From an optimization exercise on the open Yosys and OpenROAD flow, aimed at small area and a short achievable clock period; shortcuts taken in it are not production practice. At most, simulation tests tie the RTL to the original design; equivalence was not proved. No activity file was given, so power comes from the tool's default toggle rates.

==> exp/maple <==
==> flow/design.v <==
package jram_pkg;
  typedef enum logic {
    SEQ_IDLE,
    SEQ_CLEAR
  } seq_e;
  localparam int JRAM_WIDTH = 8;
  localparam int JRAM_ABITS = 8;
  function automatic int jram_depth(input int abits);
    jram_depth = 1 << abits;
  endfunction
endpackage
module jmar
#(
  parameter int ABITS = jram_pkg::JRAM_ABITS
) (
  input  logic             clk_i,
  input  logic             rst_ni,
  input  logic             hold_i,
  input  logic             ld_i,
  input  logic             inc_i,
  input  logic [ABITS-1:0] d_i,
  output logic [ABITS-1:0] mar_o
);
  logic [ABITS-1:0] mar_q;
  logic [ABITS-1:0] mar_d;
  always_comb begin
    mar_d = mar_q;
    if (!hold_i) begin
      if (ld_i) begin
        mar_d = d_i;
      end else if (inc_i) begin
        mar_d = mar_q + 1'b1;
      end
    end
  end
  always_ff @(posedge clk_i) begin
    if (!rst_ni) begin
      mar_q <= '0;
    end else begin
      mar_q <= mar_d;
    end
  end
  assign mar_o = mar_q;
endmodule
module jword
#(
  parameter int WIDTH = jram_pkg::JRAM_WIDTH
) (
  input  logic             clk_i,
  input  logic             ld_i,
  input  logic             hd_i,
  input  logic [WIDTH-1:0] d_i,
  output logic [WIDTH-1:0] q_o
);
  logic [WIDTH-1:0] q;
  always_ff @(posedge clk_i) begin
    q <= (q & {WIDTH{hd_i}}) | (d_i & {WIDTH{ld_i}});
  end
  assign q_o = q;
endmodule
module jrsel8 (
  input  logic [7:0] s_i,
  input  logic [7:0] w_i,
  output logic       y_o
);
  assign y_o = |(s_i & w_i);
endmodule
module jor32 (
  input  logic [31:0] a_i,
  output logic        y_o
);
  assign y_o = |a_i;
endmodule
module jnor2 (
  input  logic a_i,
  input  logic b_i,
  output logic y_o
);
  assign y_o = ~(a_i | b_i);
endmodule
module jram
#(
  parameter int WIDTH = jram_pkg::JRAM_WIDTH,
  parameter int ABITS = jram_pkg::JRAM_ABITS
) (
  input  logic             wclk,
  input  logic             wrst_n,
  input  logic [WIDTH-1:0] bis,
  input  logic             wsa,
  input  logic             winc,
  input  logic             ws,
  input  logic             we,
  output logic [WIDTH-1:0] bos,
  output logic [ABITS-1:0] bmar,
  output logic             wbusy
);
  localparam int DEPTH = jram_pkg::jram_depth(ABITS);
  logic [ABITS-1:0] mar;
  logic             busy;
  jmar #(
    .ABITS(ABITS)
  ) u_jmar (
    .clk_i (wclk),
    .rst_ni(wrst_n),
    .hold_i(busy),
    .ld_i  (wsa),
    .inc_i (winc),
    .d_i   (bis[ABITS-1:0]),
    .mar_o (mar)
  );
  logic [ABITS:0] cnt_q;
  always_ff @(posedge wclk) begin
    if (!wrst_n) begin
      cnt_q <= '0;
    end else if (!cnt_q[ABITS]) begin
      cnt_q <= cnt_q + 1'b1;
    end
  end
  assign busy = ~cnt_q[ABITS];
  logic wr_go;
  logic ld_go;
  logic inc_go;
  assign wr_go  = ws & ~busy;
  assign ld_go  = wsa & ~busy;
  assign inc_go = winc & ~busy;
  logic [15:0] wh_n;
  logic [15:0] wl_n;
  logic        rst_b;
  logic [WIDTH-1:0] wdat;
  assign rst_b = ~wrst_n;
  always_comb begin
    for (int j = 0; j < 16; j++) begin
      wh_n[j] = ~(wr_go & ~rst_b & (mar[7:4] == 4'(j)));
      wl_n[j] = ~(mar[3:0] == 4'(j));
    end
  end
  assign wdat = bis;
  logic [DEPTH*WIDTH-1:0] mem;
  logic [DEPTH-1:0]       wld;
  logic [DEPTH-1:0]       whd;
  for (genvar i = 0; i < DEPTH; i++) begin : g_w
    jnor2 u_ld (.a_i(wh_n[i/16]), .b_i(wl_n[i%16]), .y_o(wld[i]));
    jnor2 u_hd (.a_i(wld[i]),     .b_i(rst_b),      .y_o(whd[i]));
    jword #(
      .WIDTH(WIDTH)
    ) u_word (
      .clk_i(wclk),
      .ld_i (wld[i]),
      .hd_i (whd[i]),
      .d_i  (wdat),
      .q_o  (mem[i*WIDTH +: WIDTH])
    );
  end
  logic [ABITS-1:0] mar_nx;
  logic [ABITS-1:0] mar_nx_inc;
  logic [15:0]      ih_q;
  logic [15:0]      il_q;
  logic [15:0]      rh_n;
  logic [15:0]      rl_n;
  logic             use_rd;
  always_comb begin
    if (!wrst_n) begin
      mar_nx = '0;
    end else if (ld_go) begin
      mar_nx = bis[ABITS-1:0];
    end else if (inc_go) begin
      mar_nx = mar + 1'b1;
    end else begin
      mar_nx = mar;
    end
  end
  assign mar_nx_inc = mar_nx + 1'b1;
  always_ff @(posedge wclk) begin
    for (int j = 0; j < 16; j++) begin
      ih_q[j] <= (mar_nx_inc[7:4] == 4'(j));
      il_q[j] <= (mar_nx_inc[3:0] == 4'(j));
    end
  end
  assign use_rd = ld_go | inc_go;
  always_comb begin
    for (int j = 0; j < 16; j++) begin
      rh_n[j] = ~(use_rd & (wsa ? (bis[7:4] == 4'(j)) : ih_q[j]));
      rl_n[j] = ~(wsa ? (bis[3:0] == 4'(j)) : il_q[j]);
    end
  end
  logic [DEPTH-1:0]          rsel;
  logic [DEPTH/8*WIDTH-1:0]  t8;      
  logic [WIDTH-1:0]          rd;
  for (genvar i = 0; i < DEPTH; i++) begin : g_rs
    jnor2 u_rs (.a_i(rh_n[i/16]), .b_i(rl_n[i%16]), .y_o(rsel[i]));
  end
  for (genvar g = 0; g < DEPTH/8; g++) begin : g_t8
    for (genvar b = 0; b < WIDTH; b++) begin : g_b
      logic [7:0] w;
      for (genvar k = 0; k < 8; k++) begin : g_k
        assign w[k] = mem[(8*g+k)*WIDTH + b];
      end
      jrsel8 u_t8 (
        .s_i(rsel[8*g +: 8]),
        .w_i(w),
        .y_o(t8[g*WIDTH + b])
      );
    end
  end
  for (genvar b = 0; b < WIDTH; b++) begin : g_t32
    logic [DEPTH/8-1:0] w;
    for (genvar g = 0; g < DEPTH/8; g++) begin : g_g
      assign w[g] = t8[g*WIDTH + b];
    end
    jor32 u_t32 (.a_i(w), .y_o(rd[b]));
  end
  logic [WIDTH-1:0] rdat_q;
  logic [WIDTH-1:0] rdat_d;
  logic             fwd;
  logic [WIDTH-1:0] alt;
  assign fwd    = ld_go & wr_go & (bis[ABITS-1:0] == mar);
  assign alt    = fwd ? bis : (use_rd ? '0 : (wr_go ? bis : rdat_q));
  assign rdat_d = (rd & {WIDTH{~fwd}}) | alt;
  always_ff @(posedge wclk) begin
    if (!wrst_n) begin
      rdat_q <= '0;
    end else begin
      rdat_q <= rdat_d;
    end
  end
  assign bos   = rdat_q & {WIDTH{we & ~busy}};
  assign bmar  = mar;
  assign wbusy = busy;
endmodule
==> flow/run.sh <==
#!/bin/bash
# synth_recipe.tcl (not shown) runs the flow's synth.tcl, then flattens the netlist and writes it again
# the make line also repeats each setting of config.mk as NAME=value (left out here)
make -C /OpenROAD-flow-scripts/flow DESIGN_CONFIG=/design/flow/config.mk WORK_HOME=/design/flow/orfs CLKGATE_MAP_FILE= SYNTH_SCRIPT=/design/flow/synth_recipe.tcl finish
==> flow/config.mk <==
export PLATFORM = sky130hd
export DESIGN_NAME = jram
export DESIGN_NICKNAME = jram
export VERILOG_FILES = /design/flow/design.v
export SDC_FILE = /design/flow/constraint.sdc
export NUM_CORES = 4
export LEC_CHECK = 0
export CAP_MARGIN = 20
export CORE_MARGIN = 2
export CORE_UTILIZATION = 70
export SETUP_SLACK_MARGIN = 2.6
export SLEW_MARGIN = 20
export SYNTH_HIERARCHICAL = 1
==> flow/constraint.sdc <==
create_clock -name core_clock -period 5.5 [get_ports {wclk}]
set_input_delay 1.1000 -clock core_clock [delete_from_list [all_inputs] [get_ports {wclk}]]
set_output_delay 1.1000 -clock core_clock [all_outputs]
set_load 0.01 [all_outputs]
==> exp/garnet: changes against exp/maple <==
==> flow/design.v, changed modules only <==
module jrgrp (
  input  logic a_i,
  input  logic b_i,
  input  logic s_i,
  output logic y_no
);
  assign y_no = ~((a_i | b_i) & s_i);
endmodule
module jrhalf (
  input  logic [7:0] a_ni,
  input  logic       kill_i,
  output logic       y_o
);
  assign y_o = ~(&a_ni) & ~kill_i;
endmodule
module jram
#(
  parameter int WIDTH = jram_pkg::JRAM_WIDTH,
  parameter int ABITS = jram_pkg::JRAM_ABITS
) (
  input  logic             wclk,
  input  logic             wrst_n,
  input  logic [WIDTH-1:0] bis,
  input  logic             wsa,
  input  logic             winc,
  input  logic             ws,
  input  logic             we,
  output logic [WIDTH-1:0] bos,
  output logic [ABITS-1:0] bmar,
  output logic             wbusy
);
  localparam int DEPTH = jram_pkg::jram_depth(ABITS);
  logic [ABITS-1:0] mar;
  logic             busy;
  jmar #(
    .ABITS(ABITS)
  ) u_jmar (
    .clk_i (wclk),
    .rst_ni(wrst_n),
    .hold_i(busy),
    .ld_i  (wsa),
    .inc_i (winc),
    .d_i   (bis[ABITS-1:0]),
    .mar_o (mar)
  );
  logic [ABITS:0] cnt_q;
  always_ff @(posedge wclk) begin
    if (!wrst_n) begin
      cnt_q <= '0;
    end else if (!cnt_q[ABITS]) begin
      cnt_q <= cnt_q + 1'b1;
    end
  end
  assign busy = ~cnt_q[ABITS];
  logic wr_go;
  logic ld_go;
  logic inc_go;
  assign wr_go  = ws & ~busy;
  assign ld_go  = wsa & ~busy;
  assign inc_go = winc & ~busy;
  logic [15:0] wh_n;
  logic [15:0] wl_n;
  logic        rst_b;
  logic [WIDTH-1:0] wdat;
  assign rst_b = ~wrst_n;
  always_comb begin
    for (int j = 0; j < 16; j++) begin
      wh_n[j] = ~(wr_go & ~rst_b & (mar[7:4] == 4'(j)));
      wl_n[j] = ~(mar[3:0] == 4'(j));
    end
  end
  assign wdat = bis;
  logic [DEPTH*WIDTH-1:0] mem;
  logic [DEPTH-1:0]       wld;
  logic [DEPTH-1:0]       whd;
  for (genvar i = 0; i < DEPTH; i++) begin : g_w
    jnor2 u_ld (.a_i(wh_n[i/16]), .b_i(wl_n[i%16]), .y_o(wld[i]));
    jnor2 u_hd (.a_i(wld[i]),     .b_i(rst_b),      .y_o(whd[i]));
    jword #(
      .WIDTH(WIDTH)
    ) u_word (
      .clk_i(wclk),
      .ld_i (wld[i]),
      .hd_i (whd[i]),
      .d_i  (wdat),
      .q_o  (mem[i*WIDTH +: WIDTH])
    );
  end
  logic [ABITS-1:0] mar_nx;
  logic [ABITS-1:0] mar_nx_inc;
  logic [15:0]      ih_q;
  logic [15:0]      il_q;
  logic             use_rd;
  always_comb begin
    if (!wrst_n) begin
      mar_nx = '0;
    end else if (ld_go) begin
      mar_nx = bis[ABITS-1:0];
    end else if (inc_go) begin
      mar_nx = mar + 1'b1;
    end else begin
      mar_nx = mar;
    end
  end
  assign mar_nx_inc = mar_nx + 1'b1;
  always_ff @(posedge wclk) begin
    for (int j = 0; j < 16; j++) begin
      ih_q[j] <= (mar_nx_inc[7:4] == 4'(j));
      il_q[j] <= (mar_nx_inc[3:0] == 4'(j));
    end
  end
  assign use_rd = ld_go | inc_go;
  logic [15:0] rl;
  logic [15:0] rh;
  always_comb begin
    for (int j = 0; j < 16; j++) begin
      rh[j] = use_rd & (wsa ? (bis[7:4] == 4'(j)) : ih_q[j]);
      rl[j] = wsa ? (bis[3:0] == 4'(j)) : il_q[j];
    end
  end
  logic [DEPTH/8*WIDTH-1:0]  t8;
  logic [DEPTH/16*WIDTH-1:0] tg_n;
  for (genvar g = 0; g < DEPTH/8; g++) begin : g_t8
    for (genvar b = 0; b < WIDTH; b++) begin : g_b
      logic [7:0] w;
      for (genvar k = 0; k < 8; k++) begin : g_k
        assign w[k] = mem[(8*g+k)*WIDTH + b];
      end
      jrsel8 u_t8 (
        .s_i(rl[8*(g%2) +: 8]),
        .w_i(w),
        .y_o(t8[g*WIDTH + b])
      );
    end
  end
  for (genvar j = 0; j < DEPTH/16; j++) begin : g_tg
    for (genvar b = 0; b < WIDTH; b++) begin : g_b
      jrgrp u_tg (
        .a_i  (t8[(2*j)*WIDTH + b]),
        .b_i  (t8[(2*j+1)*WIDTH + b]),
        .s_i  (rh[j]),
        .y_no (tg_n[j*WIDTH + b])
      );
    end
  end
  logic [WIDTH-1:0] rlo_q;
  logic [WIDTH-1:0] rhi_q;
  logic [WIDTH-1:0] alt_q;
  logic [WIDTH-1:0] rlo_d;
  logic [WIDTH-1:0] rhi_d;
  logic [WIDTH-1:0] alt_d;
  logic [WIDTH-1:0] cur;
  logic             fwd;
  logic             kill;
  assign cur   = rlo_q | rhi_q | alt_q;
  assign fwd   = ld_go & wr_go & (bis[ABITS-1:0] == mar);
  assign kill  = fwd | rst_b;
  assign alt_d = rst_b  ? '0 :
                 fwd    ? bis :
                 use_rd ? '0 :
                 wr_go  ? bis : cur;
  for (genvar b = 0; b < WIDTH; b++) begin : g_fin
    logic [DEPTH/32-1:0] wl;
    logic [DEPTH/32-1:0] wh;
    for (genvar j = 0; j < DEPTH/32; j++) begin : g_j
      assign wl[j] = tg_n[j*WIDTH + b];
      assign wh[j] = tg_n[(j+DEPTH/32)*WIDTH + b];
    end
    jrhalf u_lo (.a_ni(wl), .kill_i(kill), .y_o(rlo_d[b]));
    jrhalf u_hi (.a_ni(wh), .kill_i(kill), .y_o(rhi_d[b]));
  end
  always_ff @(posedge wclk) begin
    rlo_q <= rlo_d;
    rhi_q <= rhi_d;
    alt_q <= alt_d;
  end
  assign bos   = cur & {WIDTH{we & ~busy}};
  assign bmar  = mar;
  assign wbusy = busy;
endmodule
// module jor32 removed
CORE_UTILIZATION = 60   (was 70)
CTS_CLUSTER_DIAMETER = 80   (was default)
CTS_CLUSTER_SIZE = 28   (was default)
SETUP_SLACK_MARGIN = 3.2   (was 2.6)
TNS_END_PERCENT = 5   (was default)
==> exp/nickel: changes against exp/maple <==
==> flow/design.v, changed modules only <==
module jram
#(
  parameter int WIDTH = jram_pkg::JRAM_WIDTH,
  parameter int ABITS = jram_pkg::JRAM_ABITS
) (
  input  logic             wclk,
  input  logic             wrst_n,
  input  logic [WIDTH-1:0] bis,
  input  logic             wsa,
  input  logic             winc,
  input  logic             ws,
  input  logic             we,
  output logic [WIDTH-1:0] bos,
  output logic [ABITS-1:0] bmar,
  output logic             wbusy
);
  localparam int DEPTH = jram_pkg::jram_depth(ABITS);
  logic [ABITS-1:0] mar;
  logic             busy;
  jmar #(
    .ABITS(ABITS)
  ) u_jmar (
    .clk_i (wclk),
    .rst_ni(wrst_n),
    .hold_i(busy),
    .ld_i  (wsa),
    .inc_i (winc),
    .d_i   (bis[ABITS-1:0]),
    .mar_o (mar)
  );
  logic [ABITS:0] cnt_q;
  always_ff @(posedge wclk) begin
    if (!wrst_n) begin
      cnt_q <= '0;
    end else if (!cnt_q[ABITS]) begin
      cnt_q <= cnt_q + 1'b1;
    end
  end
  assign busy = ~cnt_q[ABITS];
  logic wr_go;
  logic ld_go;
  logic inc_go;
  assign wr_go  = ws & ~busy;
  assign ld_go  = wsa & ~busy;
  assign inc_go = winc & ~busy;
  logic [15:0] wh_n;
  logic [15:0] wl_n;
  logic        rst_b;
  logic [WIDTH-1:0] wdat;
  assign rst_b = ~wrst_n;
  always_comb begin
    for (int j = 0; j < 16; j++) begin
      wh_n[j] = ~(wr_go & ~rst_b & (mar[7:4] == 4'(j)));
      wl_n[j] = ~(mar[3:0] == 4'(j));
    end
  end
  assign wdat = bis;
  logic [DEPTH*WIDTH-1:0] mem;
  logic [DEPTH-1:0]       wld;
  logic [DEPTH-1:0]       whd;
  for (genvar i = 0; i < DEPTH; i++) begin : g_w
    jnor2 u_ld (.a_i(wh_n[i/16]), .b_i(wl_n[i%16]), .y_o(wld[i]));
    jnor2 u_hd (.a_i(wld[i]),     .b_i(rst_b),      .y_o(whd[i]));
    jword #(
      .WIDTH(WIDTH)
    ) u_word (
      .clk_i(wclk),
      .ld_i (wld[i]),
      .hd_i (whd[i]),
      .d_i  (wdat),
      .q_o  (mem[i*WIDTH +: WIDTH])
    );
  end
  logic [ABITS-1:0] mar_inc;
  logic [ABITS-1:0] radr;
  logic [15:0]      rh_n;
  logic [15:0]      rl_n;
  assign mar_inc = mar + 1'b1;
  assign radr    = wsa ? bis[ABITS-1:0] : mar_inc;
  always_comb begin
    for (int j = 0; j < 16; j++) begin
      rh_n[j] = ~(radr[7:4] == 4'(j));
      rl_n[j] = ~(radr[3:0] == 4'(j));
    end
  end
  logic [DEPTH-1:0]          rsel;
  logic [DEPTH/8*WIDTH-1:0]  t8;      
  logic [WIDTH-1:0]          rd;
  for (genvar i = 0; i < DEPTH; i++) begin : g_rs
    jnor2 u_rs (.a_i(rh_n[i/16]), .b_i(rl_n[i%16]), .y_o(rsel[i]));
  end
  for (genvar g = 0; g < DEPTH/8; g++) begin : g_t8
    for (genvar b = 0; b < WIDTH; b++) begin : g_b
      logic [7:0] w;
      for (genvar k = 0; k < 8; k++) begin : g_k
        assign w[k] = mem[(8*g+k)*WIDTH + b];
      end
      jrsel8 u_t8 (
        .s_i(rsel[8*g +: 8]),
        .w_i(w),
        .y_o(t8[g*WIDTH + b])
      );
    end
  end
  for (genvar b = 0; b < WIDTH; b++) begin : g_t32
    logic [DEPTH/8-1:0] w;
    for (genvar g = 0; g < DEPTH/8; g++) begin : g_g
      assign w[g] = t8[g*WIDTH + b];
    end
    jor32 u_t32 (.a_i(w), .y_o(rd[b]));
  end
  logic [WIDTH-1:0] rdat_q;
  logic [WIDTH-1:0] rdat_d;
  always_comb begin
    if (ld_go) begin
      rdat_d = (wr_go && bis[ABITS-1:0] == mar) ? bis : rd;
    end else if (inc_go) begin
      rdat_d = rd;
    end else begin
      rdat_d = wr_go ? bis : rdat_q;
    end
  end
  always_ff @(posedge wclk) begin
    if (!wrst_n) begin
      rdat_q <= '0;
    end else begin
      rdat_q <= rdat_d;
    end
  end
  assign bos   = rdat_q & {WIDTH{we & ~busy}};
  assign bmar  = mar;
  assign wbusy = busy;
endmodule
CORE_UTILIZATION = 40   (was 70)
SETUP_SLACK_MARGIN = default   (was 2.6)
==> notes <==
Clock skew: exp/nickel > exp/maple > exp/garnet. Between exp/nickel and exp/garnet, the lower global-route usage is in exp/nickel (gap 12 points). Register-to-register slack: exp/nickel < exp/maple < exp/garnet. Between exp/nickel and exp/garnet, the lower combinational power is in exp/nickel (gap about 20%, measured against exp/garnet). In sequential power, exp/maple and exp/garnet hardly differ.
For exp/maple and exp/nickel, only the layout was checked, not whether the RTL still works.

static timing again, ports no longer ideal:
No port has a modelled driver above. Below, the same layouts with a new extraction and two added sets of constraints. Step 1 sets driving cells, clkbuf_16 on the clock port and buf_2 on the other inputs (assumed; they add their load-dependent delay and slew). Step 2 times the ports against the registers' clock, not the clock port: input delays grow and output delays shrink by t, the midpoint of the rising clock arrivals with the driver on. a / b / c = ideal / step 1 / step 2; a / b = the first two.
| run | t (ns) | slack for setup (ns) | worst hold slack (ns) |
|---|---|---|---|
| exp/maple | 0.901 | 1.942 / 1.738 / 0.837 | 0.484 / 0.484 / 0.484 |
| exp/garnet | 0.829 | 2.730 / 2.350 / 1.521 | 0.487 / 0.487 / 0.487 |
| exp/nickel | 0.922 | 0.070 / 0.070 / -0.245 | 0.481 / 0.481 / 0.481 |
Met with ideal ports but missed after step 2: setup timing in exp/nickel. The setup slack of exp/garnet, which loses most, moves by -0.380 ns with the drivers and by -1.209 ns with both steps.
